From an optimization exercise on the open Yosys and OpenROAD flow, aimed at small area, a short achievable clock period and few clock cycles; shortcuts taken in it are not production practice. At most, simulation tests tie the RTL to the original design; equivalence was not proved. Only the layout flow was run in run 6; the RTL was not checked for function there. Power is estimated from default activity; no workload was simulated.

### flow/flow/run.sh
#!/bin/bash
# Standard ORFS layout, with small buffers on the ports instead of the default choice.
set -euo pipefail
export BUFFER_PORTS_ARGS="-buffer_cell sky130_fd_sc_hd__buf_2"
bash standard.sh > standard_make.log 2>&1
### flow/standard.sh
#!/bin/bash
# synth_recipe.tcl (not shown) runs the flow's synth.tcl, then flattens the netlist and writes it again
# the make line also repeats each setting of config.mk as NAME=value (left out here)
make -C /OpenROAD-flow-scripts/flow DESIGN_CONFIG=/design/flow/config.mk WORK_HOME=/design/flow/orfs CLKGATE_MAP_FILE= SYNTH_SCRIPT=/design/flow/synth_recipe.tcl "${@:-finish}"
### flow/config.mk
export PLATFORM = sky130hd
export DESIGN_NAME = octree_searcher
export DESIGN_NICKNAME = octree_searcher
export VERILOG_FILES = /design/flow/design.v
export SDC_FILE = /design/flow/constraint.sdc
export NUM_CORES = 4
export LEC_CHECK = 0
export ABC_AREA = 1
export CAP_MARGIN = 20
export CORE_MARGIN = 2
export CORE_UTILIZATION = 60
export CTS_BUF_LIST = sky130_fd_sc_hd__clkbuf_8
export SETUP_SLACK_MARGIN = 3.25
export SLEW_MARGIN = 20
### flow/constraint.sdc
create_clock -name core_clock -period 6.0 [get_ports {clk}]
set_input_delay 1.2000 -clock core_clock [delete_from_list [all_inputs] [get_ports {clk}]]
set_output_delay 1.2000 -clock core_clock [all_outputs]
set_load 0.01 [all_outputs]
### flow/design.v
`default_nettype none
package octree_pkg;
  typedef logic [16-1:0]   addr_t;
  typedef logic [64-1:0]   word_t;
  typedef logic [3-1:0]  level_t;
  typedef logic [12-1:0]    pos_t;
  typedef logic [12-1:0]   slot_t;
  typedef logic [4-1:0] lod_mask_t;
  typedef enum logic [1:0] {WALK_IDLE, WALK_POP, WALK_READ, WALK_SCAN} walk_state_e;
  typedef enum logic [1:0] {FETCH_IDLE, FETCH_READ, FETCH_WAIT, FETCH_HOLD} fetch_state_e;
endpackage
`default_nettype wire
`timescale 1ns/1ps
`default_nettype none
import octree_pkg::*;
module octree_searcher
(
  input  logic           clk,
  input  logic           rst_n,
  input  logic           start_i,
  input  octree_pkg::lod_mask_t      lod_mask_i,
  output logic           busy_o,
  output logic           done_o,
  output logic           sram_cen_o,
  output octree_pkg::addr_t          sram_addr_o,
  input  octree_pkg::word_t          sram_q_i,
  output octree_pkg::word_t          feature_o,
  output logic           feature_valid_o,
  input  logic           feature_ready_i
);
  function automatic logic [2:0] ffs8(input logic [7:0] m);
    ffs8 = m[0] ? 3'd0 : m[1] ? 3'd1 : m[2] ? 3'd2 : m[3] ? 3'd3 :
           m[4] ? 3'd4 : m[5] ? 3'd5 : m[6] ? 3'd6 : 3'd7;
  endfunction
  logic        s_idle, s_issue, s_data, s_dec, s_done;
  logic        qfeat_q;    
  logic [1:0]  lvl_q;      
  logic [1:0]  dep_q;      
  logic [7:0]  m0_q, m1_q, m2_q;   
  logic [7:0]  cap_q;      
  logic [7:0]  waddr_q;    
  logic [1:0]  wlane_q;    
  logic        fbusy_q;
  logic [7:0]  fa_q;       
  logic [7:0]  frest_q;    
  logic [1:0]  fk_q;       
  logic        freq, ffire, rq_free_q, rq_held_q;
  assign freq  = fbusy_q && !s_issue && !s_idle;
  assign ffire = freq && (!qfeat_q || feature_ready_i);
  assign sram_cen_o  = !(rq_free_q || (rq_held_q && feature_ready_i));
  assign sram_addr_o = (s_issue || s_idle) ? {8'b0, waddr_q} : {5'b0, 1'b1, fa_q, fk_q};
  assign feature_o       = sram_q_i;
  assign feature_valid_o = qfeat_q;
  assign busy_o          = !s_idle;
  assign done_o          = s_done && !fbusy_q && !qfeat_q;
  logic       f_last, f_accept;
  logic [2:0] fn;
  assign f_last   = (fk_q == 2'd3) && (frest_q == 8'd0);
  assign f_accept = !fbusy_q || (ffire && f_last);
  assign fn       = ffs8(frest_q);
  logic [15:0] lane;
  logic [7:0]  cbits, sbits;
  assign lane = sram_q_i[{wlane_q, 4'b0000} +: 16];
  always_comb begin
    for (int i = 0; i < 8; i++) begin
      cbits[i] = lane[2*i];
      sbits[i] = lane[2*i+1];
    end
  end
  logic leaf, any;
  assign leaf = (dep_q == lvl_q);
  assign any  = |cap_q;
  logic [7:0] m0_rest, m1_rest, m2_rest;
  logic       more0, more1, more2;
  assign m0_rest = m0_q & (m0_q - 8'd1);
  assign m1_rest = m1_q & (m1_q - 8'd1);
  assign m2_rest = m2_q & (m2_q - 8'd1);
  assign more0 = |m0_rest;
  assign more1 = |m1_rest;
  assign more2 = |m2_rest;
  logic adv3, adv2, adv1, adv_any;
  assign adv3 = (dep_q == 2'd3) && more2;
  assign adv2 = !adv3 && dep_q[1] && more1;
  assign adv1 = !adv3 && !adv2 && (dep_q != 2'd0) && more0;
  logic [3:0] lod_above;
  logic       has_next_lvl;
  logic [1:0] next_lvl;
  always_comb begin
    for (int i = 0; i < 4; i++) lod_above[i] = lod_mask_i[i] && (2'(i) > lvl_q);
    has_next_lvl = |lod_above;
    next_lvl = lod_above[1] ? 2'd1 : lod_above[2] ? 2'd2 : 2'd3;
  end
  assign adv_any = adv3 || adv2 || adv1 || has_next_lvl;
  logic [9:0] slot_cur, child_slot, sib3_slot, sib2_slot, sib1_slot, adv_slot;
  logic [2:0] ic, p1, n1, n2, n3;
  always_comb begin
    slot_cur = {waddr_q, wlane_q};
    ic = ffs8(cap_q);
    p1 = ffs8(m0_q);
    n1 = ffs8(m0_rest);
    n2 = ffs8(m1_rest);
    n3 = ffs8(m2_rest);
    child_slot = {slot_cur[6:0] + 7'(ic == 3'd7), 3'(ic + 3'd1)};
    sib3_slot  = {slot_cur[9:3] + 7'(n3 == 3'd7), 3'(n3 + 3'd1)};
    sib2_slot  = {3'd0, ({1'b0, p1} + 4'd1) + 4'(n2 == 3'd7), 3'(n2 + 3'd1)};
    sib1_slot  = {6'd0, ({1'b0, n1} + 4'd1)};
    adv_slot   = adv3 ? sib3_slot : adv2 ? sib2_slot : adv1 ? sib1_slot : 10'd0;
  end
  logic dec_desc, dec_hold, dec_adv, handoff;
  assign dec_desc = s_dec && !leaf && any;
  assign dec_hold = s_dec && leaf && any && !f_accept;
  assign dec_adv  = s_dec && !dec_desc && !dec_hold;
  assign handoff  = s_dec && leaf && any && f_accept;
  logic [7:0] fa_first, fa_next;
  assign fa_first = {slot_cur[4:0] + 5'(ic == 3'd7), 3'(ic + 3'd1)};
  assign fa_next  = {fa_q[7:3] + 5'(fn == 3'd7), 3'(fn + 3'd1)};
  logic n_issue, n_fbusy, n_qfeat, n_idle;
  always_comb begin
    n_qfeat = ffire || (qfeat_q && !feature_ready_i);
    n_fbusy = fbusy_q;
    if (ffire && f_last) n_fbusy = 1'b0;
    if (handoff) n_fbusy = 1'b1;
    n_issue = s_issue;
    if (s_issue && (!qfeat_q || feature_ready_i)) n_issue = 1'b0;
    if (dec_desc || (dec_adv && adv_any)) n_issue = 1'b1;
    n_idle = s_idle;
    if (s_idle && start_i) n_idle = 1'b0;
    if (done_o) n_idle = 1'b1;
  end
  always_ff @(posedge clk or negedge rst_n) begin
    if (!rst_n) begin
      s_idle    <= 1'b1;
      s_issue   <= 1'b0;
      s_data    <= 1'b0;
      s_dec     <= 1'b0;
      s_done    <= 1'b0;
      qfeat_q   <= 1'b0;
      fbusy_q   <= 1'b0;
      fk_q      <= 2'd0;
      waddr_q   <= 8'd0;
      wlane_q   <= 2'd0;
      rq_free_q <= 1'b1;
      rq_held_q <= 1'b0;
    end else begin
      qfeat_q   <= n_qfeat;
      fbusy_q   <= n_fbusy;
      s_issue   <= n_issue;
      s_idle    <= n_idle;
      rq_free_q <= (n_issue || n_fbusy || n_idle) && !n_qfeat;
      rq_held_q <= (n_issue || (n_fbusy && !n_idle)) && n_qfeat;
      if (ffire) fk_q <= fk_q + 2'd1;
      if (s_idle && start_i) begin
        if (lod_mask_i == 4'd0) s_done <= 1'b1;
        else s_data <= 1'b1;
      end
      if (s_issue && (!qfeat_q || feature_ready_i)) s_data <= 1'b1;
      if (s_data) begin
        s_data <= 1'b0;
        s_dec  <= 1'b1;
      end
      if (dec_desc) begin
        s_dec   <= 1'b0;
        waddr_q <= child_slot[9:2];
        wlane_q <= child_slot[1:0];
      end
      if (dec_adv) begin
        s_dec   <= 1'b0;
        waddr_q <= adv_slot[9:2];
        wlane_q <= adv_slot[1:0];
        if (!adv_any) s_done <= 1'b1;
      end
      if (done_o) begin
        s_done  <= 1'b0;
        waddr_q <= 8'd0;
        wlane_q <= 2'd0;
      end
    end
  end
  always_ff @(posedge clk) begin
    if (s_idle && start_i) begin
      dep_q <= 2'd0;
      lvl_q <= lod_mask_i[0] ? 2'd0 : lod_mask_i[1] ? 2'd1 : lod_mask_i[2] ? 2'd2 : 2'd3;
    end
    if (s_data) cap_q <= leaf ? sbits : cbits;
    if (dec_desc) begin
      dep_q <= dep_q + 2'd1;
      case (dep_q)
        2'd0: m0_q <= cap_q;
        2'd1: m1_q <= cap_q;
        default: m2_q <= cap_q;
      endcase
    end
    if (dec_adv) begin
      if (adv3) begin
        m2_q  <= m2_rest;
      end else if (adv2) begin
        dep_q <= 2'd2;
        m1_q  <= m1_rest;
      end else if (adv1) begin
        dep_q <= 2'd1;
        m0_q  <= m0_rest;
      end else begin
        dep_q <= 2'd0;
        lvl_q <= next_lvl;
      end
    end
    if (ffire && (fk_q == 2'd3)) begin
      fa_q    <= fa_next;
      frest_q <= frest_q & (frest_q - 8'd1);
    end
    if (handoff) begin
      fa_q    <= fa_first;
      frest_q <= cap_q & (cap_q - 8'd1);
    end
  end
endmodule
`default_nettype wire
==> PnR_summary.wiki, run 1 <==
{| class="wikitable"
! Metric !! Value
|-
| CTS Buf Count || 9
|-
| Final weighted congestion in routability-driven placement || 0.9588
|-
| Number of iterations in the first detailed-routing pass || 5
|-
| Height of the chip || 102.0 um
|-
| Min-Delay Path Class || flop to flop
|-
| Unique cell type count in the Yosys netlist || 49
|-
| Gr usage total || 0.3079
|-
| Worst-case setup margin in the final layout || 3.241 ns
|-
| Number of max-slew violations in the final report || 0
|-
| Via count || 5641
|-
| Share of the clock period used by the worst path || 0.4598
|-
| Initial cell density of the core || 0.6202
|-
| Peak supply drop || 230.7 uV
|-
| Maximum number of buffers from clock root to sink || 2
|-
| Worst Setup Path Type || input pin to output port
|-
| Number of nets in the final layout || 1000
|-
| Yosys Warn Count || 1
|-
| Area contributors post-synth || nand2_1, edfxtp_1, dfxtp_1
|-
| Type of origin of the critical path || input pin
|-
| Detailed Route Iter0 Violations || 280
|-
| Area added between synthesis and finish || 10.84%
|-
| Clock tree from TritonCTS || built
|-
| Clock root buffer || clkbuf_8
|-
| Clock transition at the registers of the reported paths || 0.08 ns
|-
| Crit Path Max Fanout || 2
|-
| Data arrival at the endpoint of the critical path || 1.56 ns
|-
| Synth Cell Area || 0.005758 mm^2
|-
| TNS Setup || 0 ns
|-
| EDFF count, synth || 23
|-
| Via count of the first global-routing pass || 5199
|-
| Clock H-tree levels || 3
|-
| Share of layout cells above drive strength 1 || 0.2522
|-
| Largest area contributor in the synthesized netlist || nand2_1
|-
| Remaining global-route overflow || 0
|-
| DPL Wire Length || 12.46 mm
|-
| Power density normalized to cell area || 550.4 mW/mm^2
|-
| Part of the Yosys area used for sequential elements || 0.3090
|-
| Floorplan die width || 102.0 um
|-
| Detail-routed via count per cell || 5.419
|-
| Final number of setup-violating endpoints || 0
|-
| Clock Latency Late Sink || 0.37 ns
|-
| Unrepaired setup endpoints after global routing || true
|-
| CTS sink cnt || 72
|-
| Commonest cells post-synth || nand2_1, nor2_1, inv_1
|-
| Clock period minus worst slack || 2.759 ns
|-
| Maximum number of pins on one net before global-route repair || 35
|-
| Number of instances in the synthesized netlist || 831
|-
| Share of the synthesized area in the top cell type || 0.1219
|-
| Total number of placement rows || 35
|-
| PnR Total Power || 3513 uW
|-
| Total die area || 0.01040 mm^2
|-
| Mapped Avg Cell Area || 6.929 um^2
|-
| WL per Instance || 15.36 um
|-
| Post-placement setup slack || 2.881 ns
|-
| Max Freq || 362.5 MHz
|-
| Share of synthesized registers carrying an async set or reset || 0.2917
|-
| Max Cap Viol || 0
|-
| Total of hold buffers inserted after clock tree synthesis || 0
|-
| Register bit total from synthesis || 72
|-
| Wire length after detailed routing || 15.99 mm
|-
| Run status || timing/DRC/antenna clean
|-
| Total count of hold-check failures in the final report || 0
|-
| Leading register cell type out of synthesis || dfxtp_1
|-
| Remaining antenna violation count after routing || 0
|-
| Setup clock skew after layout || 0.01103 ns
|-
| Core area || 0.009284 mm^2
|-
| Total I/O pin count || 156
|-
| First-pass GRT wire length || 24.81 mm
|-
| Input/output buffers || 150
|-
| Total inserted antenna cells || 0
|-
| Antenna violations before repair || 0
|-
| Lkg Pwr || 0.003190 uW
|-
| Most frequent cell after synthesis || nand2_1
|-
| Required time at the worst-slack endpoint || 4.80 ns
|-
| Final routed DRC violation total || 0
|-
| Endpoint type of the worst setup path || output port
|-
| Slew Limit Headroom || 0.4709
|-
| Transition time at the pin with the least slew margin || 0.7928 ns
|}
==> cell usage in the layout (no fill, tap or decap), types with 13 or more instances in the layout <==
cell,count
xor2_1,14
a21oi_1,13
o21ai_1,20
nand3_1,27
edfxtp_1,23
ha_1,19
dfxtp_1,26
inv_1,80
dfrtp_1,19
buf_2,149
nand2_1,185
nor2_1,126
o21ai_0,73
o21ai_2,13
==> metrics by stage <==
stage	std cells	util	instance area, um^2	hold WS, ns
4_1_cts	1040	0.6805	6317	0.4889
3_3_place_gp	1022	0.6518	6051	0.4668
6_report	1041	0.6875	6382	0.4863
3_5_place_dp	1022	0.6518	6051	0.4742
2_1_floorplan	835	-	5777	0.4480
5_1_grt	1041	0.6875	6382	0.5306
==> area by class of cell <==
cell class	count	area (um^2)
Clock buffer	9	123.9
Clock inverter	7	111.4
Fill cell	835	2902
Inverter	87	332.8
Multi-Input combinational cell	583	3084
Sequential cell	72	1782
Tap cell	129	161.4
Timing Repair Buffer	154	787.0
==> power breakdown <==
group	total [uW]	switching [uW]	leakage, uW	internal (uW)
Combinational	2010	1290	0.00237	729
Sequential	1030	275	0.000695	750
Clock	473	200	0.000122	273
Total	3510	1760	0.00319	1750
==> worst max-delay path, stage by stage <==
cell,delay (ns)
buf_6,0.09
a21oi_2,0.12
buf_2,0.14
==> cell families after synthesis <==
family | share of synthesized area
AO/OA/AOI/OAI | 0.1632
XOR/XNOR | 0.02738
adder cells (fa/ha/maj) | 0.04563
buffers and inverters | 0.1693
flip-flops | 0.3090
multiplexers | 0.003694
other | 0.0006513
AND/OR/NAND/NOR | 0.2812
==> flip-flops by register name, summed over array words and instances, names as in the netlist, 2 cells and up <==
name	cells
fk_q	2
m2_q	8
cap_q	8
fa_q	8
frest_q	7
waddr_q	8
wlane_q	2
m0_q	8
dep_q	2
lvl_q	2
m1_q	8
==> repair_timing <==
| item | in CTS | in global routing |
|---|---|---|
| endpoints found under the setup margin | 9 | 26 |
| buffers inserted | 2 | 1 |
| resized for setup | 5 | 15 |
| pin swaps | 2 | 3 |
| hold endpoints to repair | 0 | 0 |
==> layer usage <==
| metal | share of wire | up-vias | track usage | wire [um] |
|---|---|---|---|---|
| met3 | 0.063 | 21 | 0.06430 | 1011 |
| met2 | 0.51 | 203 | 0.5425 | 8100 |
| met4 | 0.016 | 0 | 0.08513 | 248 |
| met1 | 0.41 | 2644 | 0.3827 | 6627 |
| met5 | 0 | - | 0 | 0 |
| li1 | - | 2773 | - | - |
==> final timing paths <==
check | startpoint | endpoint | slack [ns] | cells after the start
worst min-delay path | m1_q[7]$_DFF_P_ | m1_q[7]$_DFF_P_ | 0.49 | 2
max in group asynchronous | rst_n | s_idle$_DFF_PN1_ | 4.85 | 1
min in group asynchronous | rst_n | fk_q[0]$_DFFE_PN0P_ | 0.78 | 1
worst max register to register | m2_q[0]$_DFF_P_ | waddr_q[7]$_DFFE_PN0P_ | 3.29 | 16
worst min register to register | m1_q[7]$_DFF_P_ | m1_q[7]$_DFF_P_ | 0.49 | 2
worst max-delay path | feature_ready_i | sram_cen_o | 3.24 | 3
Testbench counts, summed over its fixed seeds: cycles 54,976.
==> run 2: changes to the inputs <==
--- a/flow/config.mk
+++ b/flow/config.mk
@@ -8,7 +8,7 @@
 export ABC_AREA = 1
 export CAP_MARGIN = 20
 export CORE_MARGIN = 2
-export CORE_UTILIZATION = 60
+export CORE_UTILIZATION = 40
 export CTS_BUF_LIST = sky130_fd_sc_hd__clkbuf_8
-export SETUP_SLACK_MARGIN = 3.25
+export SETUP_SLACK_MARGIN = 3.15
 export SLEW_MARGIN = 20
==> run 2 against run 1 <==
Against the previous run:
- via count down 4.3%
- sequential cell count is the same
- sequential power decreased by 4%
- design area rose by 0.65%
- maximum frequency rose by 0.15%
- clock skew down 0.0024 ns
- worst setup slack improved by 0.0042 ns
- global-route usage fell by 9.8 points
- synthesized cell count unchanged
- worst hold slack lost 0.0033 ns
- register-to-register slack improved by 0.06 ns
- critical path type unchanged
- highest routed layer unchanged
==> PnR_summary.wiki, run 2 <==
{| class="wikitable"
! Metric !! Value
|-
| Run status || timing/DRC/antenna clean (unchanged)
|-
| Commonest cells after routing, fill and taps aside || nand2_1, buf_2, nor2_1, inv_1, o21ai_0 (unchanged)
|-
| Switching component of the power || 1715 uW (was 1761 uW)
|-
| Via count of the first global-routing pass || 4975 (was 5199)
|-
| Remaining antenna violation count after routing || 0 (unchanged)
|-
| Met3 Use GR || 0.02885 (was 0.06430)
|-
| Floorplan die width || 124.0 um (was 102.0 um)
|-
| Fraction of power consumed by the clock network || 0.124 (was 0.135)
|-
| Crit Path Max Fanout || 2 (unchanged)
|-
| Final routed DRC violation total || 0 (unchanged)
|-
| Routing usage on met2 || 0.3657 (was 0.5425)
|-
| Area fraction in compound gates after synthesis || 0.1632 (unchanged)
|-
| Maximum number of pins on one net before global-route repair || 35 (unchanged)
|-
| Input/output buffers || 150 (unchanged)
|-
| Internal cell power || 1718 uW (was 1752 uW)
|-
| Post-route core utilization || 0.4592 (was 0.6875)
|-
| Detailed Route Iter0 Violations || 272 (was 280)
|-
| Max Freq || 363.0 MHz (was 362.5 MHz)
|-
| Total die area || 0.01537 mm^2 (was 0.01040 mm^2)
|-
| Share of the synthesized area in the top cell type || 0.1219 (unchanged)
|-
| Simple-gate share of the synthesized area || 0.2812 (unchanged)
|-
| Clock H-tree levels || 3 (unchanged)
|-
| Most common cell after layout, fill and taps aside || nand2_1 (unchanged)
|-
| Leading register cell type out of synthesis || dfxtp_1 (unchanged)
|-
| EDFF count, synth || 23 (unchanged)
|-
| Lkg Pwr || 0.003197 uW (was 0.003190 uW)
|-
| First-pass GRT wire length || 24.65 mm (was 24.81 mm)
|-
| Endpoint type of the worst setup path || output port (unchanged)
|-
| Type of origin of the critical path || input pin (unchanged)
|-
| Met1 Use GR || 0.2659 (was 0.3827)
|-
| Data arrival at the endpoint of the critical path || 1.55 ns (was 1.56 ns)
|-
| Grt peak-use layer || met2 (unchanged)
|-
| Number of iterations in the first detailed-routing pass || 4 (was 5)
|-
| Switching Fraction || 0.4996 (was 0.5013)
|-
| Logic pwr share || 0.588 (was 0.573)
|-
| Power density normalized to cell area || 534.4 mW/mm^2 (was 550.4 mW/mm^2)
|-
| Required time at the worst-slack endpoint || 4.80 ns (about the same)
|-
| Share of the clock period used by the worst path || 0.4591 (was 0.4598)
|-
| Worst Setup Path Type || input pin to output port (unchanged)
|-
| Number of max-slew violations in the final report || 0 (unchanged)
|-
| Yosys Warn Count || 1 (unchanged)
|-
| Total of hold buffers inserted after clock tree synthesis || 0 (unchanged)
|-
| Register bit total from synthesis || 72 (unchanged)
|-
| Hold Crit Endpoint || m2_q[7]$_DFF_P_ (was m1_q[7]$_DFF_P_)
|-
| Largest area contributor in the synthesized netlist || nand2_1 (unchanged)
|-
| Commonest cells post-synth || nand2_1, nor2_1, inv_1 (unchanged)
|-
| Initial cell density of the core || 0.4116 (was 0.6202)
|-
| Clock root buffer || clkbuf_8 (unchanged)
|-
| Height of the chip || 124.0 um (was 102.0 um)
|-
| Area contributors post-synth || nand2_1, edfxtp_1, dfxtp_1 (unchanged)
|-
| Unrepaired setup endpoints after global routing || false (was true)
|-
| Clock tree from TritonCTS || built (unchanged)
|-
| Unique cell type count in the Yosys netlist || 49 (unchanged)
|-
| Clock transition at the registers of the reported paths || 0.07 ns (was 0.08 ns)
|-
| WL per Instance || 14.34 um (was 15.36 um)
|-
| Final weighted congestion in routability-driven placement || 0.8716 (was 0.9588)
|-
| Total count of hold-check failures in the final report || 0 (unchanged)
|-
| Max Cap Viol || 0 (unchanged)
|-
| Clock period minus worst slack || 2.755 ns (was 2.759 ns)
|-
| Number of nets in the final layout || 1002 (was 1000)
|-
| Mapped Avg Cell Area || 6.929 um^2 (unchanged)
|-
| Via count || 5397 (was 5641)
|-
| Area added between synthesis and finish || 11.56% (was 10.84%)
|-
| CTS Buf Count || 9 (unchanged)
|-
| Transition time at the pin with the least slew margin || 0.8644 ns (was 0.7928 ns)
|-
| Share of synthesized registers carrying an async set or reset || 0.2917 (unchanged)
|-
| Register-to-register setup slack || 3.35 ns (was 3.29 ns)
|-
| Number of instances in the synthesized netlist || 831 (unchanged)
|-
| Wire length after detailed routing || 15.71 mm (was 15.99 mm)
|-
| Synth Cell Area || 0.005758 mm^2 (unchanged)
|-
| DPL Wire Length || 12.63 mm (was 12.46 mm)
|-
| Share of layout cells above drive strength 1 || 0.2538 (was 0.2522)
|-
| CTS sink cnt || 72 (unchanged)
|-
| Clock Latency Late Sink || 0.36 ns (was 0.37 ns)
|-
| Hold Startpoint || m2_q[7]$_DFF_P_ (was m1_q[7]$_DFF_P_)
|-
| Part of the Yosys area used for sequential elements || 0.3090 (unchanged)
|-
| Peak supply drop || 173.0 uV (was 230.7 uV)
|-
| Setup clock skew after layout || 0.008653 ns (was 0.01103 ns)
|-
| Remaining global-route overflow || 0 (unchanged)
|-
| Hold depth || 2 (unchanged)
|-
| Maximum number of buffers from clock root to sink || 2 (unchanged)
|-
| Total number of placement rows || 43 (was 35)
|-
| Gr usage total || 0.2097 (was 0.3079)
|-
| Synth Area in XOR/XNOR || 0.02738 (unchanged)
|-
| Largest family of logic cells by synthesized area || simple AND/OR/NAND/NOR gates (unchanged)
|-
| Min-Delay Path Class || flop to flop (unchanged)
|-
| Final number of setup-violating endpoints || 0 (unchanged)
|-
| Post-synthesis adder-cell area fraction || 0.04563 (unchanged)
|-
| Most frequent cell after synthesis || nand2_1 (unchanged)
|-
| Mux cell area share after synthesis || 0.003694 (unchanged)
|-
| Core area || 0.01399 mm^2 (was 0.009284 mm^2)
|-
| FF-to-FF Start || m2_q[0]$_DFF_P_ (unchanged)
|-
| Total I/O pin count || 156 (unchanged)
|-
| Antenna violations before repair || 1 (was 0)
|-
| Cell count of the worst reg-to-reg path || 16 (unchanged)
|-
| TNS Setup || 0 ns (unchanged)
|-
| # fillers || 1497 (was 835)
|-
| Part of the power in registers || 0.288 (was 0.292)
|-
| Slew Limit Headroom || 0.4231 (was 0.4709)
|-
| Detail-routed via count per cell || 4.929 (was 5.419)
|-
| Critical R2R Capture || waddr_q[7]$_DFFE_PN0P_ (unchanged)
|}
-- run 2: through the flow --
step	instances	hold WS [ns]	setup WS [ns]	total power (uW)	area, um^2
final	1095	0.4829	3.245	3433	6424
after detailed placement	1074	0.4698	2.795	2965	6122
after global placement	1074	0.4738	2.827	2958	6122
after global routing	1095	0.5107	3.119	3795	6424
after floorplan	835	0.4480	3.400	2473	5777
after CTS	1090	0.4846	3.155	3400	6341
-- run 2: power by group through the flow --
stage / combinational, uW / clock, uW / sequential [uW]
floorplan: 1570 / 0 / 905
global placement: 1970 / 0 / 991
detailed placement: 1980 / 0 / 989
CTS: 1990 / 434 / 981
global route: 2320 / 454 / 1020
finish: 2020 / 426 / 990
-- run 2: what timing repair did --
item,in CTS,in global routing
hold endpoints to repair,0,0
pin swaps,0,7
endpoints found under the setup margin,7,26
gates cloned,0,0
buffers inserted,0,4
resized for setup,1,16
-- run 2: cell families after synthesis --
kind of cell / Yosys count
adders and majority gates: 21
and+or+nand+nor: 377
xor gates and xnor gates: 18
AOI/OAI and AO/OA: 160
buffers and inverters: 180
other: 1
DFF: 72
muxes: 2
-- run 2: how the worst max path moves through the flow --
stage	endpoint	startpoint	slack, ns
6_report	sram_cen_o	feature_ready_i	3.25
5_1_grt	waddr_q[7]$_DFFE_PN0P_	m2_q[0]$_DFF_P_	3.12
4_1_cts	sram_addr_o[0]	s_issue$_DFF_PN0_	3.16
2_1_floorplan	sram_cen_o	feature_ready_i	3.40
3_5_place_dp	frest_q[3]$_DFFE_PP_	feature_ready_i	2.80
3_3_place_gp	frest_q[2]$_DFFE_PP_	feature_ready_i	2.83
-- run 2: layout make-up --
class | count | area [um^2] | area share
clock buffers | 10 | 137.6 | 0.02143
multi-input cells | 583 | 3075 | 0.4788
repair buffers | 156 | 795.8 | 0.1239
flip-flops and latches | 72 | 1782 | 0.2774
inverters | 87 | 329.1 | 0.05123
diodes | 1 | 2.502 | 0.0003896
clock inverters | 6 | 76.32 | 0.01188
well taps | 180 | 225.2 | 0.03506
-- run 2: worst max-delay path: stages --
cell	delay [ns]
buf_2	0.10
a21oi_1	0.11
buf_2	0.14
-- run 2: layer usage --
metal  vias up  part of all wire
li1       2775                 -
met1      2446              0.44
met2       161              0.50
met3        15             0.055
met4         0             0.015
met5         -                 0
==> run 3: changes to the inputs <==
--- a/flow/config.mk
+++ b/flow/config.mk
@@ -10,5 +10,5 @@
 export CORE_MARGIN = 2
 export CORE_UTILIZATION = 40
 export CTS_BUF_LIST = sky130_fd_sc_hd__clkbuf_8
-export SETUP_SLACK_MARGIN = 3.15
+export SETUP_SLACK_MARGIN = 3.25
 export SLEW_MARGIN = 20
==> run 3 against run 2 <==
Against the previous run:
- still clean
- maximum frequency is 0.32% higher
- sequential cell count stayed put
- global-route usage is 0.11 points higher
- clock power hardly changed
- power is 0.24% lower
- die area stayed put
- synthesized area stayed put
- design area is 0.29% lower
- critical path depth stayed put
- via count is 0.57% lower
- first-iteration DRC count is 1.5% higher
- critical path type unchanged
- critical endpoint unchanged
- largest cell class unchanged
==> PnR_summary.wiki, run 3 <==
{| class="wikitable"
! Metric !! Value
|-
| Run status || timing/DRC/antenna clean (unchanged)
|-
| Gr usage total || 0.2108 (was 0.2097)
|-
| Number of nets in the final layout || 1000 (was 1002)
|-
| Total count of hold-check failures in the final report || 0 (unchanged)
|-
| Via count of the first global-routing pass || 4997 (was 4975)
|-
| Final number of setup-violating endpoints || 0 (unchanged)
|-
| Cell count of the worst reg-to-reg path || 16 (unchanged)
|-
| Share of synthesized registers carrying an async set or reset || 0.2917 (unchanged)
|-
| Worst Setup Path Type || input pin to output port (unchanged)
|-
| Via count || 5366 (was 5397)
|-
| Input/output buffers || 150 (unchanged)
|-
| Yosys Warn Count || 1 (unchanged)
|-
| Maximum number of buffers from clock root to sink || 2 (unchanged)
|-
| Most common cell after layout, fill and taps aside || nand2_1 (unchanged)
|-
| Number of iterations in the first detailed-routing pass || 5 (was 4)
|-
| Register-to-register setup slack || 3.30 ns (was 3.35 ns)
|-
| Area added between synthesis and finish || 11.23% (was 11.56%)
|-
| Max Cap Viol || 0 (unchanged)
|-
| TNS Setup || 0 ns (unchanged)
|-
| Floorplan die width || 124.0 um (unchanged)
|-
| Core area || 0.01399 mm^2 (unchanged)
|-
| # fillers || 1503 (was 1497)
|-
| Maximum number of pins on one net before global-route repair || 35 (unchanged)
|-
| Unique cell type count in the Yosys netlist || 49 (unchanged)
|-
| Simple-gate share of the synthesized area || 0.2812 (unchanged)
|-
| Share of layout cells above drive strength 1 || 0.2500 (was 0.2538)
|-
| Design area || 0.006405 mm^2 (was 0.006424 mm^2)
|-
| Total of hold buffers inserted after clock tree synthesis || 0 (unchanged)
|-
| Mux cell area share after synthesis || 0.003694 (unchanged)
|-
| CTS Buf Count || 9 (unchanged)
|-
| Clock transition at the registers of the reported paths || 0.07 ns (about the same)
|-
| Post-route core utilization || 0.4579 (was 0.4592)
|-
| Post-place instance area || 0.006122 mm^2 (unchanged)
|-
| WL per Instance || 14.45 um (was 14.34 um)
|-
| Endpoint type of the worst setup path || output port (unchanged)
|-
| Unrepaired setup endpoints after global routing || true (was false)
|-
| Commonest cells post-synth || nand2_1, nor2_1, inv_1 (unchanged)
|-
| Part of the Yosys area used for sequential elements || 0.3090 (unchanged)
|-
| Peak supply drop || 173.4 uV (was 173.0 uV)
|-
| Largest family of logic cells by synthesized area || simple AND/OR/NAND/NOR gates (unchanged)
|-
| CTS sink cnt || 72 (unchanged)
|-
| Height of the chip || 124.0 um (unchanged)
|-
| Share of the synthesized area in the top cell type || 0.1219 (unchanged)
|-
| Clock root buffer || clkbuf_8 (unchanged)
|-
| Post-synthesis adder-cell area fraction || 0.04563 (unchanged)
|-
| Detail-routed via count per cell || 4.909 (was 4.929)
|-
| Number of max-slew violations in the final report || 0 (unchanged)
|-
| Synth Cell Area || 0.005758 mm^2 (unchanged)
|-
| Total I/O pin count || 156 (unchanged)
|-
| Power density normalized to cell area || 534.6 mW/mm^2 (was 534.4 mW/mm^2)
|-
| Area contributors post-synth || nand2_1, edfxtp_1, dfxtp_1 (unchanged)
|-
| Remaining global-route overflow || 0 (unchanged)
|-
| Synth Area in XOR/XNOR || 0.02738 (unchanged)
|-
| Largest area contributor in the synthesized netlist || nand2_1 (unchanged)
|-
| Initial cell density of the core || 0.4116 (unchanged)
|-
| Leading register cell type out of synthesis || dfxtp_1 (unchanged)
|-
| Remaining antenna violation count after routing || 0 (unchanged)
|-
| Total number of placement rows || 43 (unchanged)
|-
| EDFF count, synth || 23 (unchanged)
|-
| PnR Total Power || 3424 uW (was 3433 uW)
|-
| Required time at the worst-slack endpoint || 4.80 ns (about the same)
|-
| Crit Path Max Fanout || 2 (unchanged)
|-
| Share of the clock period used by the worst path || 0.4576 (was 0.4591)
|-
| Min-Delay Path Class || flop to flop (unchanged)
|-
| Transition time at the pin with the least slew margin || 0.8618 ns (was 0.8644 ns)
|-
| Data arrival at the endpoint of the critical path || 1.55 ns (about the same)
|-
| Clock period minus worst slack || 2.746 ns (was 2.755 ns)
|-
| Most frequent cell after synthesis || nand2_1 (unchanged)
|-
| Area fraction in compound gates after synthesis || 0.1632 (unchanged)
|-
| Critical R2R Capture || waddr_q[7]$_DFFE_PN0P_ (unchanged)
|-
| Worst setup path start || feature_ready_i (unchanged)
|-
| Clock Latency Late Sink || 0.36 ns (about the same)
|-
| Final routed DRC violation total || 0 (unchanged)
|-
| Clock H-tree levels || 3 (unchanged)
|-
| Register bit total from synthesis || 72 (unchanged)
|-
| Setup clock skew after layout || 0.008331 ns (was 0.008653 ns)
|-
| Antenna violations before repair || 1 (unchanged)
|-
| Post-placement setup slack || 2.795 ns (unchanged)
|-
| Detailed Route Iter0 Violations || 276 (was 272)
|-
| Mapped Avg Cell Area || 6.929 um^2 (unchanged)
|-
| First-pass GRT wire length || 24.77 mm (was 24.65 mm)
|-
| End point of the critical path || sram_cen_o (unchanged)
|-
| Number of instances in the synthesized netlist || 831 (unchanged)
|-
| Commonest cells after routing, fill and taps aside || nand2_1, buf_2, nor2_1, inv_1, o21ai_0 (unchanged)
|-
| Clock tree from TritonCTS || built (unchanged)
|-
| Type of origin of the critical path || input pin (unchanged)
|-
| Wire length after detailed routing || 15.80 mm (was 15.71 mm)
|-
| Worst-case setup margin in the final layout || 3.254 ns (was 3.245 ns)
|-
| FF-to-FF Start || m2_q[0]$_DFF_P_ (unchanged)
|-
| DPL Wire Length || 12.63 mm (unchanged)
|-
| Final weighted congestion in routability-driven placement || 0.8716 (unchanged)
|-
| Max Freq || 364.2 MHz (was 363.0 MHz)
|-
| Slew Limit Headroom || 0.4248 (was 0.4231)
|-
| Lkg Pwr || 0.003190 uW (was 0.003197 uW)
|-
| Total die area || 0.01537 mm^2 (unchanged)
|}
## run 3: cell counts after synthesis
Identical to the previous run, type by type.
## run 3: worst min-delay path by stage
stage	start	slack [ns]	endpoint	cells past startpoint
floorplan	m0_q[7]$_DFF_P_	0.45	m0_q[7]$_DFF_P_	2
global placement	m2_q[7]$_DFF_P_	0.47	m2_q[7]$_DFF_P_	2
detailed placement	m2_q[7]$_DFF_P_	0.47	m2_q[7]$_DFF_P_	2
CTS	m2_q[7]$_DFF_P_	0.48	m2_q[7]$_DFF_P_	2
global route	m2_q[7]$_DFF_P_	0.51	m2_q[7]$_DFF_P_	2
finish	m2_q[7]$_DFF_P_	0.48	m2_q[7]$_DFF_P_	2
## run 3: per-layer routing
| layer | vias up | global-route usage | wire length [um] |
|---|---|---|---|
| met4 | 0 | 0.07233 | 240 |
| li1 | 2769 | - | - |
| met1 | 2424 | 0.2682 | 6989 |
| met5 | - | 0 | 0 |
| met3 | 15 | 0.02885 | 784 |
| met2 | 158 | 0.3668 | 7782 |
## run 3: timing repair
item,in CTS,in global routing
cloned,0,0
buffers inserted,1,1
pin swaps,1,3
resized for setup,3,12
setup endpoints to repair,23,32
## run 3: final cells by class
cell class	count	area, um^2	area share
tap	180	225.2	0.03516
multi-input combinational	583	3068	0.4790
antenna	1	2.502	0.0003907
clock buffer	10	137.6	0.02149
timing repair buffer	154	787.0	0.1229
inverter	87	329.1	0.05138
clock inverter	6	76.32	0.01192
sequential	72	1779	0.2778
## run 3: logic make-up (layout without fill, tap and decap cells)
| kind of cell | count (synthesis) | count (layout) |
|---|---|---|
| xor gates and xnor gates | 18 | 18 |
| and+or+nand+nor | 377 | 377 |
| AOI/OAI and AO/OA | 160 | 160 |
| buffers and inverters | 180 | 257 |
| other | 1 | 6 |
| muxes | 2 | 2 |
| DFF | 72 | 72 |
| adders and majority gates | 21 | 21 |
## run 3: through the flow
stage	hold slack (ns)	instances
2_1_floorplan	0.4480	835
3_3_place_gp	0.4738	1074
3_5_place_dp	0.4698	1074
4_1_cts	0.4846	1091
5_1_grt	0.5107	1093
6_report	0.4833	1093
## run 3: worst max-delay path: stages
cell	delay, ns
buf_6	0.09
a21oi_2	0.12
buf_2	0.13
## run 3: report_power, final
part,switching (uW),internal [uW]
Clock,185,241
Combinational,1290,717
Sequential,239,749
Total,1720,1710
==> run 4: changes to the inputs <==
==> flow/flow/run.sh (replaced) <==
#!/bin/bash
# Standard ORFS layout, with small buffers on the ports instead of the default choice.
set -euo pipefail
export BUFFER_PORTS_ARGS="-buffer_cell sky130_fd_sc_hd__buf_1"
bash standard.sh > standard_make.log 2>&1
==> run 4 against run 3 <==
Against the previous run:
- still clean
- cell count is 0.46% higher
- combinational power hardly changed
- sequential share of layout area increased by 0.41 points
- sequential cell count stayed put
- die area did not move
- non-clock buffer count grew 5
- via count increased by 0.93%
==> PnR_summary.wiki, run 4 <==
{| class="wikitable"
! Metric !! Value
|-
| Total die area || 0.01537 mm^2 (unchanged)
|-
| Cells traversed along the worst timing path || buf_1 > a21oi_2 > buf_2 (was buf_6 > a21oi_2 > buf_2)
|-
| Mapped Avg Cell Area || 6.929 um^2 (unchanged)
|-
| Number of nets in the final layout || 1005 (was 1000)
|-
| Largest area contributor in the synthesized netlist || nand2_1 (unchanged)
|-
| Total I/O pin count || 156 (unchanged)
|-
| Maximum number of pins on one net before global-route repair || 35 (unchanged)
|-
| First-pass GRT wire length || 24.96 mm (was 24.77 mm)
|-
| Number of max-slew violations in the final report || 0 (unchanged)
|-
| Share of the clock period used by the worst path || 0.4614 (was 0.4576)
|-
| Area contributors post-synth || nand2_1, edfxtp_1, dfxtp_1 (unchanged)
|-
| Cell count of the worst reg-to-reg path || 16 (unchanged)
|-
| Floorplan die width || 124.0 um (unchanged)
|-
| Post-placement setup slack || 2.742 ns (was 2.795 ns)
|-
| Unique cell type count in the Yosys netlist || 49 (unchanged)
|-
| Lkg Pwr || 0.002813 uW (was 0.003190 uW)
|-
| Synth Area in XOR/XNOR || 0.02738 (unchanged)
|-
| Run status || timing/DRC/antenna clean (unchanged)
|-
| Register bit total from synthesis || 72 (unchanged)
|-
| Data arrival at the endpoint of the critical path || 1.57 ns (was 1.55 ns)
|-
| Clock transition at the registers of the reported paths || 0.07 ns (about the same)
|-
| Height of the chip || 124.0 um (unchanged)
|-
| Crit Path Max Fanout || 2 (unchanged)
|-
| Min-Delay Path Class || flop to flop (unchanged)
|-
| Number of instances in the synthesized netlist || 831 (unchanged)
|-
| Design area || 0.006320 mm^2 (was 0.006405 mm^2)
|-
| Clock H-tree levels || 3 (unchanged)
|-
| Detailed Route Iter0 Violations || 308 (was 276)
|-
| Clock period minus worst slack || 2.768 ns (was 2.746 ns)
|-
| Simple-gate share of the synthesized area || 0.2812 (unchanged)
|-
| Final weighted congestion in routability-driven placement || 0.9057 (was 0.8716)
|-
| Hold depth || 2 (unchanged)
|-
| Peak supply drop || 202.9 uV (was 173.4 uV)
|-
| Via count of the first global-routing pass || 5028 (was 4997)
|-
| Via count || 5416 (was 5366)
|-
| Area fraction in compound gates after synthesis || 0.1632 (unchanged)
|-
| Most common cell after layout, fill and taps aside || nand2_1 (unchanged)
|-
| Input/output buffers || 150 (unchanged)
|-
| Largest family of logic cells by synthesized area || simple AND/OR/NAND/NOR gates (unchanged)
|-
| Final number of setup-violating endpoints || 0 (unchanged)
|-
| Synth Cell Area || 0.005758 mm^2 (unchanged)
|-
| Max Cap Viol || 0 (unchanged)
|-
| Max Freq || 361.2 MHz (was 364.2 MHz)
|-
| Post-place instance area || 0.005942 mm^2 (was 0.006122 mm^2)
|-
| Total number of placement rows || 43 (unchanged)
|-
| Initial cell density of the core || 0.4116 (unchanged)
|-
| Hold Startpoint || m2_q[7]$_DFF_P_ (unchanged)
|-
| Leading register cell type out of synthesis || dfxtp_1 (unchanged)
|-
| Buffers plus inverters on the worst setup path || 2 (unchanged)
|-
| CTS Buf Count || 9 (unchanged)
|-
| Number of iterations in the first detailed-routing pass || 5 (unchanged)
|-
| Commonest cells post-synth || nand2_1, nor2_1, inv_1 (unchanged)
|-
| Mux cell area share after synthesis || 0.003694 (unchanged)
|-
| Slew Limit Headroom || 0.4412 (was 0.4248)
|-
| Worst Setup Path Type || input pin to output port (unchanged)
|-
| Setup clock skew after layout || 0.01107 ns (was 0.008331 ns)
|-
| CP max-delay cell || buf_2 (unchanged)
|-
| Detail-routed via count per cell || 4.933 (was 4.909)
|-
| Share of synthesized registers carrying an async set or reset || 0.2917 (unchanged)
|-
| Part of the Yosys area used for sequential elements || 0.3090 (unchanged)
|-
| Post-synthesis adder-cell area fraction || 0.04563 (unchanged)
|-
| Transition time at the pin with the least slew margin || 0.8373 ns (was 0.8618 ns)
|-
| Clock tree from TritonCTS || built (unchanged)
|-
| Type of origin of the critical path || input pin (unchanged)
|-
| Hold Crit Endpoint || m2_q[7]$_DFF_P_ (unchanged)
|-
| Commonest cells after routing, fill and taps aside || nand2_1, buf_1, nor2_1, inv_1, o21ai_0 (was nand2_1, buf_2, nor2_1, inv_1, o21ai_0)
|-
| EDFF count, synth || 23 (unchanged)
|-
| Register-to-register setup slack || 3.34 ns (was 3.30 ns)
|-
| Clock Latency Late Sink || 0.38 ns (was 0.36 ns)
|-
| Final routed DRC violation total || 0 (unchanged)
|-
| Remaining antenna violation count after routing || 0 (unchanged)
|-
| Share of the synthesized area in the top cell type || 0.1219 (unchanged)
|-
| Unrepaired setup endpoints after global routing || true (unchanged)
|-
| Share of layout cells above drive strength 1 || 0.1014 (was 0.2500)
|-
| Antenna violations before repair || 1 (unchanged)
|-
| WL per Instance || 14.53 um (was 14.45 um)
|-
| Worst-case setup margin in the final layout || 3.232 ns (was 3.254 ns)
|-
| Slowest cell delay on critical path || 0.14 ns (was 0.13 ns)
|-
| Total count of hold-check failures in the final report || 0 (unchanged)
|-
| Required time at the worst-slack endpoint || 4.80 ns (about the same)
|-
| DPL Wire Length || 12.46 mm (was 12.63 mm)
|-
| Maximum number of buffers from clock root to sink || 2 (unchanged)
|-
| Yosys Warn Count || 1 (unchanged)
|-
| Critical R2R Capture || waddr_q[7]$_DFFE_PN0P_ (unchanged)
|-
| Most frequent cell after synthesis || nand2_1 (unchanged)
|-
| Endpoint type of the worst setup path || output port (unchanged)
|-
| Core area || 0.01399 mm^2 (unchanged)
|-
| FF-to-FF Start || m2_q[0]$_DFF_P_ (unchanged)
|-
| CTS sink cnt || 72 (unchanged)
|-
| Total stage count of the critical path || 3 (unchanged)
|-
| Clock root buffer || clkbuf_8 (unchanged)
|-
| Remaining global-route overflow || 0 (unchanged)
|-
| Family with the most delay on the worst path || buffers and inverters (unchanged)
|-
| Area added between synthesis and finish || 9.757% (was 11.23%)
|-
| Gr usage total || 0.2132 (was 0.2108)
|-
| Wire length after detailed routing || 15.95 mm (was 15.80 mm)
|-
| Power density normalized to cell area || 555.3 mW/mm^2 (was 534.6 mW/mm^2)
|-
| TNS Setup || 0 ns (unchanged)
|}
run 4: cell counts after synthesis:
No cell type changed its count.
run 4: tightest hold or removal path: cells and delay by family, from the launching register on:
| family | cells | cell delay, ns |
|---|---|---|
| flip-flops | 1 | 0.30 |
| AO/OA/AOI/OAI | 1 | 0.07 |
| buffers and inverters | 1 | 0.06 |
run 4: logic make-up (layout without fill, tap and decap cells):
family                   count (synthesis)  in the layout
AO/OA/AOI/OAI                          160            160
XOR/XNOR                                18             18
adder cells (fa/ha/maj)                 21             21
buffers and inverters                  180            262
flip-flops                              72             72
multiplexers                             2              2
other                                    1              6
AND/OR/NAND/NOR                        377            377
run 4: what timing repair did:
action | 4_1_cts | 5_1_grt
gates cloned | 0 | 0
hold buffers | 0 | 0
pin swaps | 1 | 6
gates resized for setup | 6 | 24
endpoints found under the setup margin | 28 | 13
buffers inserted | 1 | 5
run 4: power by group:
| part | switching, uW | internal (uW) | total, uW | leakage (uW) |
|---|---|---|---|---|
| logic | 1310 | 727 | 2040 | 0.00200 |
| registers | 246 | 751 | 996 | 0.000695 |
| clock network | 201 | 273 | 474 | 0.000114 |
run 4: worst max-delay path by stage:
stage / endpoint / startpoint / slack (ns)
after floorplan: sram_cen_o / feature_ready_i / 3.40
after global placement: frest_q[3]$_DFFE_PP_ / feature_ready_i / 2.77
after detailed placement: frest_q[3]$_DFFE_PP_ / feature_ready_i / 2.74
after CTS: feature_o[44] / sram_q_i[44] / 3.25
after global routing: waddr_q[7]$_DFFE_PN0P_ / m2_q[0]$_DFF_P_ / 3.15
final: sram_cen_o / feature_ready_i / 3.23
run 4: routing by layer:
layer / part of all wire / GRT usage
met2: 0.49 / 0.3664
met1: 0.43 / 0.2616
met4: 0.024 / 0.09340
met3: 0.055 / 0.03755
met5: 0 / 0
run 4: final cells by class:
cell class	instances	area, um^2
diodes	1	2.502
clock buffers	9	123.9
clock inverters	7	110.1
fillers	1516	7669
inverters	87	329.1
multi-input cells	583	3105
flip-flops and latches	72	1782
well taps	180	225.2
repair buffers	159	641.9
run 4: metrics by stage:
| stage | power (uW) | cells | util | hold WS [ns] |
|---|---|---|---|---|
| after detailed placement | 2942 | 1075 | 0.4248 | 0.4676 |
| final | 3509 | 1098 | 0.4518 | 0.4771 |
| after global placement | 2935 | 1075 | 0.4248 | 0.4694 |
| after floorplan | 2473 | 835 | - | 0.4480 |
| after CTS | 3437 | 1092 | 0.4434 | 0.4838 |
| after global routing | 3867 | 1098 | 0.4518 | 0.5111 |
==> run 5: changes to the inputs <==
==> flow/flow/run.sh (replaced) <==
#!/bin/bash
# Standard ORFS layout, with small buffers on the ports and a clock tree
# without dummy balancing loads, built from larger sink clusters.
set -euo pipefail
export BUFFER_PORTS_ARGS="-buffer_cell sky130_fd_sc_hd__buf_1"
export CTS_ARGS="-sink_clustering_enable -repair_clock_nets -buf_list sky130_fd_sc_hd__clkbuf_8 -sink_clustering_size 40 -sink_clustering_max_diameter 100 -dont_use_dummy_load"
bash standard.sh > standard_make.log 2>&1
==> run 5 against run 4 <==
Against the previous run:
- largest cell class unchanged
- clock skew increased by 0.012 ns
- register-to-register slack improved by 0.02 ns
- critical path type unchanged
- largest power group unchanged
- utilization decreased by 0.88 points
- synthesized area unchanged
- clock-buffer cell count unchanged
- sequential cell count unchanged
- global-route usage decreased by 0.18 points
- die area unchanged
- power decreased by 5.0%
- worst setup slack about the same
==> PnR_summary.wiki, run 5 <==
{| class="wikitable"
! Metric !! Value
|-
| Mapped Avg Cell Area || 6.929 um^2 (unchanged)
|-
| Clock H-tree levels || 3 (unchanged)
|-
| EDFF count, synth || 23 (unchanged)
|-
| Antenna violations before repair || 1 (unchanged)
|-
| Share of synthesized registers carrying an async set or reset || 0.2917 (unchanged)
|-
| Remaining antenna violation count after routing || 0 (unchanged)
|-
| Initial cell density of the core || 0.4116 (unchanged)
|-
| Detailed Route Iter0 Violations || 355 (was 308)
|-
| Floorplan die width || 124.0 um (unchanged)
|-
| Synth Cell Area || 0.005758 mm^2 (unchanged)
|-
| Number of iterations in the first detailed-routing pass || 4 (was 5)
|-
| Number of max-slew violations in the final report || 0 (unchanged)
|-
| Top metal layer carrying routed signals || met4 (unchanged)
|-
| Min-Delay Path Class || flop to flop (unchanged)
|-
| TNS Setup || 0 ns (unchanged)
|-
| Register bit total from synthesis || 72 (unchanged)
|-
| Via count of the first global-routing pass || 5022 (was 5028)
|-
| Most frequent cell after synthesis || nand2_1 (unchanged)
|-
| Number of instances in the synthesized netlist || 831 (unchanged)
|-
| Peak supply drop || 202.9 uV (about the same)
|-
| Input/output buffers || 150 (unchanged)
|-
| Commonest cells post-synth || nand2_1, nor2_1, inv_1 (unchanged)
|-
| Share of layout cells above drive strength 1 || 0.09581 (was 0.1014)
|-
| Setup clock skew after layout || 0.02327 ns (was 0.01107 ns)
|-
| Final routed DRC violation total || 0 (unchanged)
|-
| Total I/O pin count || 156 (unchanged)
|-
| Run status || timing/DRC/antenna clean (unchanged)
|-
| Slowest cell delay on critical path || 0.14 ns (about the same)
|-
| WL met1 || 6.977 mm (was 6.905 mm)
|-
| Total die area || 0.01537 mm^2 (unchanged)
|-
| CTS sink cnt || 72 (unchanged)
|-
| Area used by sequential logic in the layout || 0.001782 mm^2 (unchanged)
|-
| Cells traversed along the worst timing path || buf_1 > a21oi_2 > buf_2 (unchanged)
|-
| Unrepaired setup endpoints after global routing || true (unchanged)
|-
| Detail Route met2 WL || 7.711 mm (was 7.782 mm)
|-
| Clock Latency Late Sink || 0.37 ns (was 0.38 ns)
|-
| Clock transition at the registers of the reported paths || 0.06 ns (was 0.07 ns)
|-
| Crit Path Max Fanout || 2 (unchanged)
|-
| Lkg Pwr || 0.002752 uW (was 0.002813 uW)
|-
| Remaining global-route overflow || 0 (unchanged)
|-
| Post-place instance area || 0.005942 mm^2 (unchanged)
|-
| DPL Wire Length || 12.46 mm (unchanged)
|-
| Yosys Warn Count || 1 (unchanged)
|-
| Area taken by multi-input logic gates || 0.003108 mm^2 (was 0.003105 mm^2)
|-
| Max Freq || 361.3 MHz (was 361.2 MHz)
|-
| Total count of hold-check failures in the final report || 0 (unchanged)
|-
| WL per Instance || 14.55 um (was 14.53 um)
|-
| Required time at the worst-slack endpoint || 4.80 ns (about the same)
|-
| Routed wl met3 || 788 um (was 875 um)
|-
| Wire length after detailed routing || 15.85 mm (was 15.95 mm)
|-
| Core area || 0.01399 mm^2 (unchanged)
|-
| Total number of placement rows || 43 (unchanged)
|-
| Power density normalized to cell area || 538.2 mW/mm^2 (was 555.3 mW/mm^2)
|-
| Unique cell type count in the Yosys netlist || 49 (unchanged)
|-
| Area contributors post-synth || nand2_1, edfxtp_1, dfxtp_1 (unchanged)
|-
| Area added between synthesis and finish || 7.627% (was 9.757%)
|-
| Final number of setup-violating endpoints || 0 (unchanged)
|-
| Clock period minus worst slack || 2.768 ns (about the same)
|-
| Number of nets in the final layout || 1003 (was 1005)
|-
| Worst Setup Path Type || input pin to output port (unchanged)
|-
| CP max-delay cell || buf_2 (unchanged)
|-
| Gr usage total || 0.2114 (was 0.2132)
|-
| Clock root buffer || clkbuf_8 (unchanged)
|-
| # fillers || 1526 (was 1516)
|-
| Endpoint type of the worst setup path || output port (unchanged)
|-
| Max Cap Viol || 0 (unchanged)
|-
| CTS Buf Count || 9 (unchanged)
|-
| Clock tree from TritonCTS || built (unchanged)
|-
| Commonest cells after routing, fill and taps aside || nand2_1, buf_1, nor2_1, inv_1, o21ai_0 (unchanged)
|-
| Part of the Yosys area used for sequential elements || 0.3090 (unchanged)
|-
| Final weighted congestion in routability-driven placement || 0.9057 (unchanged)
|-
| Slew Limit Headroom || 0.4427 (was 0.4412)
|-
| Transition time at the pin with the least slew margin || 0.8350 ns (was 0.8373 ns)
|-
| Data arrival at the endpoint of the critical path || 1.57 ns (about the same)
|-
| Share of the synthesized area in the top cell type || 0.1219 (unchanged)
|-
| Maximum number of buffers from clock root to sink || 2 (unchanged)
|-
| Share of the clock period used by the worst path || 0.4614 (about the same)
|-
| Via count || 5397 (was 5416)
|-
| Design area || 0.006197 mm^2 (was 0.006320 mm^2)
|-
| Leading register cell type out of synthesis || dfxtp_1 (unchanged)
|-
| Largest area contributor in the synthesized netlist || nand2_1 (unchanged)
|-
| Most common cell after layout, fill and taps aside || nand2_1 (unchanged)
|-
| Height of the chip || 124.0 um (unchanged)
|-
| Maximum number of pins on one net before global-route repair || 35 (unchanged)
|-
| First-pass GRT wire length || 24.81 mm (was 24.96 mm)
|-
| Detail-routed via count per cell || 4.956 (was 4.933)
|-
| Type of origin of the critical path || input pin (unchanged)
|}
-- run 5: cell counts after synthesis --
Identical to the previous run, type by type.
-- run 5: final cells by class --
cell class              instances  area share
inverters                      87     0.05310
multi-input cells             583      0.5015
clock buffers                   9     0.01999
well taps                     180     0.03634
repair buffers                157      0.1012
flip-flops and latches         72      0.2875
diodes                          1   0.0004038
-- run 5: what timing repair did --
action                     4_1_cts  5_1_grt
hold buffers                     0        0
resized for setup                6       25
setup endpoints to repair       28       11
pin swaps                        1        6
setup buffers                    1        3
-- run 5: worst max-delay path: cells and delay by family --
kind / cells / cell delay (ns)
buf+inv: 2 / 0.24
compound gates: 1 / 0.12
-- run 5: stage by stage --
step | util | hold slack [ns] | total power (uW) | worst slack, ns | std cells
2_1_floorplan | - | 0.4480 | 2473 | 3.400 | 835
3_3_place_gp | 0.4248 | 0.4694 | 2935 | 2.767 | 1075
3_5_place_dp | 0.4248 | 0.4676 | 2942 | 2.742 | 1075
4_1_cts | 0.4355 | 0.4826 | 3268 | 3.255 | 1085
5_1_grt | 0.4430 | 0.5089 | 3691 | 3.165 | 1089
6_report | 0.4430 | 0.4732 | 3335 | 3.232 | 1089
-- run 5: layer usage --
metal | track usage | vias to the layer above
met4 | 0.09410 | 0
met5 | 0 | -
li1 | - | 2776
met3 | 0.03617 | 18
met1 | 0.2609 | 2436
met2 | 0.3616 | 167
-- run 5: power by group --
part	internal (uW)	total [uW]	switching [uW]	leakage, uW
clock network	134	309	175	0.0000647
logic	721	2030	1310	0.00199
registers	751	995	244	0.000695
-- run 5: path summary, 6_finish.rpt --
path / from / end / cells past startpoint / slack, ns
setup reg to reg: m2_q[0]$_DFF_P_ / waddr_q[7]$_DFFE_PN0P_ / 16 / 3.36
setup / recovery: feature_ready_i / sram_cen_o / 3 / 3.23
min in group asynchronous: rst_n / waddr_q[5]$_DFFE_PN0P_ / 2 / 0.78
max in group asynchronous: rst_n / rq_free_q$_DFF_PN1_ / 2 / 4.92
hold / removal: m2_q[7]$_DFF_P_ / m2_q[7]$_DFF_P_ / 2 / 0.47
hold reg to reg: m2_q[7]$_DFF_P_ / m2_q[7]$_DFF_P_ / 2 / 0.47
-- run 5: kinds of logic after synthesis --
family / share of synthesized area
other cells: 0.0006513
simple gates: 0.2812
fa+ha+maj: 0.04563
xor+xnor: 0.02738
mux: 0.003694
flops: 0.3090
compound gates: 0.1632
buf+inv: 0.1693
==> run 6: changes to the inputs <==
--- a/flow/design.v
+++ b/flow/design.v
@@ -95,7 +95,7 @@
   logic [2:0] ic, p1, n1, n2, n3;
   always_comb begin
     slot_cur = {waddr_q, wlane_q};
-    ic = ffs8(cap_q);
+    ic = ffs8(cbits);
     p1 = ffs8(m0_q);
     n1 = ffs8(m0_rest);
     n2 = ffs8(m1_rest);
@@ -106,13 +106,19 @@
     sib1_slot  = {6'd0, ({1'b0, n1} + 4'd1)};
     adv_slot   = adv3 ? sib3_slot : adv2 ? sib2_slot : adv1 ? sib1_slot : 10'd0;
   end
-  logic dec_desc, dec_hold, dec_adv, handoff;
-  assign dec_desc = s_dec && !leaf && any;
-  assign dec_hold = s_dec && leaf && any && !f_accept;
-  assign dec_adv  = s_dec && !dec_desc && !dec_hold;
-  assign handoff  = s_dec && leaf && any && f_accept;
+  logic fast, dec_desc, dec_hold, dec_adv, adv_go, handoff;
+  logic [7:0] hmask;
+  logic [2:0] hi;
+  assign fast     = s_data && (leaf ? !fbusy_q : (cbits == 8'd0));
+  assign dec_desc = s_data && !leaf && (cbits != 8'd0);
+  assign dec_hold = s_dec && any && !f_accept;
+  assign dec_adv  = s_dec && !dec_hold;
+  assign adv_go   = dec_adv || fast;
+  assign hmask    = fast ? sbits : cap_q;
+  assign handoff  = ((fast && leaf) || (s_dec && f_accept)) && (hmask != 8'd0);
+  assign hi       = ffs8(hmask);
   logic [7:0] fa_first, fa_next;
-  assign fa_first = {slot_cur[4:0] + 5'(ic == 3'd7), 3'(ic + 3'd1)};
+  assign fa_first = {slot_cur[4:0] + 5'(hi == 3'd7), 3'(hi + 3'd1)};
   assign fa_next  = {fa_q[7:3] + 5'(fn == 3'd7), 3'(fn + 3'd1)};
   logic n_issue, n_fbusy, n_qfeat, n_idle;
   always_comb begin
@@ -122,7 +128,7 @@
     if (handoff) n_fbusy = 1'b1;
     n_issue = s_issue;
     if (s_issue && (!qfeat_q || feature_ready_i)) n_issue = 1'b0;
-    if (dec_desc || (dec_adv && adv_any)) n_issue = 1'b1;
+    if (dec_desc || (adv_go && adv_any)) n_issue = 1'b1;
     n_idle = s_idle;
     if (s_idle && start_i) n_idle = 1'b0;
     if (done_o) n_idle = 1'b1;
@@ -156,14 +162,14 @@
       if (s_issue && (!qfeat_q || feature_ready_i)) s_data <= 1'b1;
       if (s_data) begin
         s_data <= 1'b0;
-        s_dec  <= 1'b1;
+        s_dec  <= leaf && fbusy_q;
       end
       if (dec_desc) begin
         s_dec   <= 1'b0;
         waddr_q <= child_slot[9:2];
         wlane_q <= child_slot[1:0];
       end
-      if (dec_adv) begin
+      if (adv_go) begin
         s_dec   <= 1'b0;
         waddr_q <= adv_slot[9:2];
         wlane_q <= adv_slot[1:0];
@@ -181,16 +187,16 @@
       dep_q <= 2'd0;
       lvl_q <= lod_mask_i[0] ? 2'd0 : lod_mask_i[1] ? 2'd1 : lod_mask_i[2] ? 2'd2 : 2'd3;
     end
-    if (s_data) cap_q <= leaf ? sbits : cbits;
+    if (s_data) cap_q <= sbits;
     if (dec_desc) begin
       dep_q <= dep_q + 2'd1;
       case (dep_q)
-        2'd0: m0_q <= cap_q;
-        2'd1: m1_q <= cap_q;
-        default: m2_q <= cap_q;
+        2'd0: m0_q <= cbits;
+        2'd1: m1_q <= cbits;
+        default: m2_q <= cbits;
       endcase
     end
-    if (dec_adv) begin
+    if (adv_go) begin
       if (adv3) begin
         m2_q  <= m2_rest;
       end else if (adv2) begin
@@ -210,7 +216,7 @@
     end
     if (handoff) begin
       fa_q    <= fa_first;
-      frest_q <= cap_q & (cap_q - 8'd1);
+      frest_q <= hmask & (hmask - 8'd1);
     end
   end
 endmodule
==> flow/flow/run.sh (replaced) <==
#!/bin/bash
# Standard ORFS layout, with small buffers on the ports instead of the default choice.
set -euo pipefail
export BUFFER_PORTS_ARGS="-buffer_cell sky130_fd_sc_hd__buf_2"
bash standard.sh > standard_make.log 2>&1
--- a/flow/config.mk
+++ b/flow/config.mk
@@ -9,6 +9,5 @@
 export CAP_MARGIN = 20
 export CORE_MARGIN = 2
 export CORE_UTILIZATION = 40
-export CTS_BUF_LIST = sky130_fd_sc_hd__clkbuf_8
 export SETUP_SLACK_MARGIN = 3.25
 export SLEW_MARGIN = 20
==> run 6 against run 5 <==
Against the previous run:
- still clean
- die area decreased by 1.6%
- register-to-register slack got worse by 0.46 ns
- routed wire length is 18% higher
- sequential share of layout area shrank 7.7 points
- clock power is 79% higher
- power increased by 27%
- critical path depth grew 16
- non-clock buffer count rose by 83
- largest cell class unchanged
- highest routed layer unchanged
==> PnR_summary.wiki, run 6 <==
{| class="wikitable"
! Metric !! Value
|-
| Number of nets in the final layout || 1090 (was 1003)
|-
| Clock H-tree levels || 3 (unchanged)
|-
| Remaining global-route overflow || 0 (unchanged)
|-
| CTS sink cnt || 72 (unchanged)
|-
| Most numerous cell on the critical path || nand2_4
|-
| Post-route core utilization || 0.6116 (was 0.4430)
|-
| Yosys Warn Count || 1 (unchanged)
|-
| Number of iterations in the first detailed-routing pass || 5 (was 4)
|-
| Unrepaired setup endpoints after global routing || true (unchanged)
|-
| Data arrival at the endpoint of the critical path || 3.23 ns (was 1.57 ns)
|-
| Leading register cell type out of synthesis || dfxtp_1 (unchanged)
|-
| Area contributors post-synth || nand2_1, edfxtp_1, dfxtp_1 (unchanged)
|-
| Via count of the first global-routing pass || 5627 (was 5022)
|-
| EDFF count, synth || 23 (unchanged)
|-
| Required time at the worst-slack endpoint || 6.09 ns (was 4.80 ns)
|-
| Initial cell density of the core || 0.4080 (was 0.4116)
|-
| Clock period minus worst slack || 3.140 ns (was 2.768 ns)
|-
| Maximum number of buffers from clock root to sink || 2 (unchanged)
|-
| DPL Wire Length || 12.26 mm (was 12.46 mm)
|-
| Internal cell power || 2206 uW (was 1607 uW)
|-
| Clock root buffer || clkbuf_16 (was clkbuf_8)
|-
| CTS Buf Count || 9 (unchanged)
|-
| Part of the Yosys area used for sequential elements || 0.3142 (was 0.3090)
|-
| Total inserted antenna cells || 0 (was 1)
|-
| Synth Cell Area || 0.005663 mm^2 (was 0.005758 mm^2)
|-
| First-pass GRT wire length || 27.96 mm (was 24.81 mm)
|-
| Transition time at the pin with the least slew margin || 0.5179 ns (was 0.8350 ns)
|-
| Remaining antenna violation count after routing || 0 (unchanged)
|-
| Total of hold buffers inserted after clock tree synthesis || 0 (unchanged)
|-
| Critical R2R Capture || fa_q[7]$_DFFE_PP_ (was waddr_q[7]$_DFFE_PN0P_)
|-
| Register-to-register setup slack || 2.90 ns (was 3.36 ns)
|-
| Post-placement setup slack || 2.126 ns (was 2.742 ns)
|-
| Floorplan die width || 123.0 um (was 124.0 um)
|-
| Most common cell after layout, fill and taps aside || nand2_1 (unchanged)
|-
| Detailed Route Iter0 Violations || 421 (was 355)
|-
| Worst Setup Path Type || input pin to flop (was input pin to output port)
|-
| Largest area contributor in the synthesized netlist || nand2_1 (unchanged)
|-
| Share of the clock period used by the worst path || 0.5233 (was 0.4614)
|-
| Share of layout cells above drive strength 1 || 0.4625 (was 0.09581)
|-
| Clock transition at the registers of the reported paths || 0.06 ns (about the same)
|-
| Max Freq || 318.5 MHz (was 361.3 MHz)
|-
| Clock Latency Late Sink || 0.34 ns (was 0.37 ns)
|-
| Gr usage total || 0.2351 (was 0.2114)
|-
| Via count || 6110 (was 5397)
|-
| Number of instances in the synthesized netlist || 823 (was 831)
|-
| Min-Delay Path Class || flop to flop (unchanged)
|-
| Switching component of the power || 2027 uW (was 1729 uW)
|-
| Most frequent cell after synthesis || nand2_1 (unchanged)
|-
| Run status || timing/DRC/antenna clean (unchanged)
|}
## run 6: cell count changes in the layout (fill, tap and decap cells not counted), sizes merged, moves of 7 or more
cell	delta
nor2	-83
buf	+86
nand2	+47
nand3	+17
a32o	+7
o21ai	-27
inv	+11
a21oi	+19
## run 6: layout make-up
type / instances / area [um^2]
flip-flops and latches: 72 / 1784
clock buffers: 15 / 299.0
fillers: 1164 / 5391
clock inverters: 1 / 7.507
well taps: 180 / 225.2
repair buffers: 240 / 1765
multi-input cells: 574 / 3991
inverters: 99 / 416.7
## run 6: how the worst max path moves through the flow
stage          cells after the start                 to  slack, ns
2_1_floorplan                     19  fa_q[2]$_DFFE_PP_       2.82
3_3_place_gp                      21  fa_q[2]$_DFFE_PP_       2.13
3_5_place_dp                      21  fa_q[2]$_DFFE_PP_       2.13
4_1_cts                           20  fa_q[7]$_DFFE_PP_       2.91
5_1_grt                           19  fa_q[7]$_DFFE_PP_       2.75
6_report                          19  fa_q[7]$_DFFE_PP_       2.86
## run 6: layer usage
layer  GRT usage  vias up  share of wire  wire length [um]
li1            -     2989              -                 -
met1      0.3043     2938           0.44              8190
met2      0.4023      153           0.51              9562
met3     0.04059       30          0.035               661
met4     0.06818        0          0.019               355
met5           0        -              0                 0
## run 6: repair_timing
| item | in CTS | in global routing |
|---|---|---|
| buffers inserted | 55 | 33 |
| gates cloned | 5 | 3 |
| resized for setup | 138 | 177 |
| setup endpoints to repair | 82 | 79 |
| pin swaps | 52 | 71 |
## run 6: kinds of logic (layout without fill, tap and decap cells)
kind of cell,count (synthesis),in the layout,synth area share
adder cells (fa/ha/maj),22,22,0.04861
flip-flops,72,72,0.3142
buffers and inverters,188,355,0.1745
AND/OR/NAND/NOR,364,371,0.2724
AO/OA/AOI/OAI,157,157,0.1602
XOR/XNOR,19,19,0.02939
other,1,5,0.0006622
## run 6: worst max-delay path: cells and delay by family
kind	cells	cell delay, ns
adders and majority gates	2	0.30
xor gates and xnor gates	1	0.17
and+or+nand+nor	13	1.32
buffers and inverters	2	0.18
AOI/OAI and AO/OA	1	0.07
## run 6: power by group through the flow
stage	Clock, uW	Combinational [uW]	Sequential, uW
after floorplan	0	1410	855
after global placement	0	1800	912
after CTS	558	2280	911
final	553	2740	937
after detailed placement	0	1810	912
after global routing	576	3030	962
## run 6: through the flow
step | instance area [um^2] | cells
4_1_cts | 7500 | 1145
3_3_place_gp | 6211 | 1069
5_1_grt | 8489 | 1181
2_1_floorplan | 5848 | 827
6_report | 8489 | 1181
3_5_place_dp | 6211 | 1069

## static timing again, ports no longer ideal
In the flow no input, the clock included, has a driving cell. The finished layouts below were timed again as built, in two steps.
Step 1 assumes that a clkbuf_16 drives the clock port and a buf_2 every other input.
Step 2 also shifts input and output timing later by t, the mid clock arrival at the registers, as if the neighbouring blocks saw the same clock.
a / b / c = ideal / step 1 / step 2; a / b = the first two.
run	t, ns	slack for setup (ns)	latest minus earliest clock arrival (ns)	worst data-port slew with drivers (ns)	pins driven straight from the clock port
run 1	0.402	3.241 / 3.204 / 3.093	0.011 / 0.011	0.06	1
run 2	0.393	3.245 / 3.226 / 3.083	0.009 / 0.009	0.09	1
run 3	0.390	3.254 / 3.222 / 3.076	0.008 / 0.009	0.09	1
run 4	0.403	3.232 / 3.211 / 3.038	0.011 / 0.011	0.09	1
run 5	0.394	3.232 / 3.211 / 3.036	0.023 / 0.023	0.09	1
run 6	0.378	2.860 / 2.854 / 2.476	0.009 / 0.009	0.06	1
After both steps setup and hold are still met in every run listed. For run 6, which loses most, drivers alone change the setup slack by -0.006 ns; drivers and shift together by -0.384 ns.
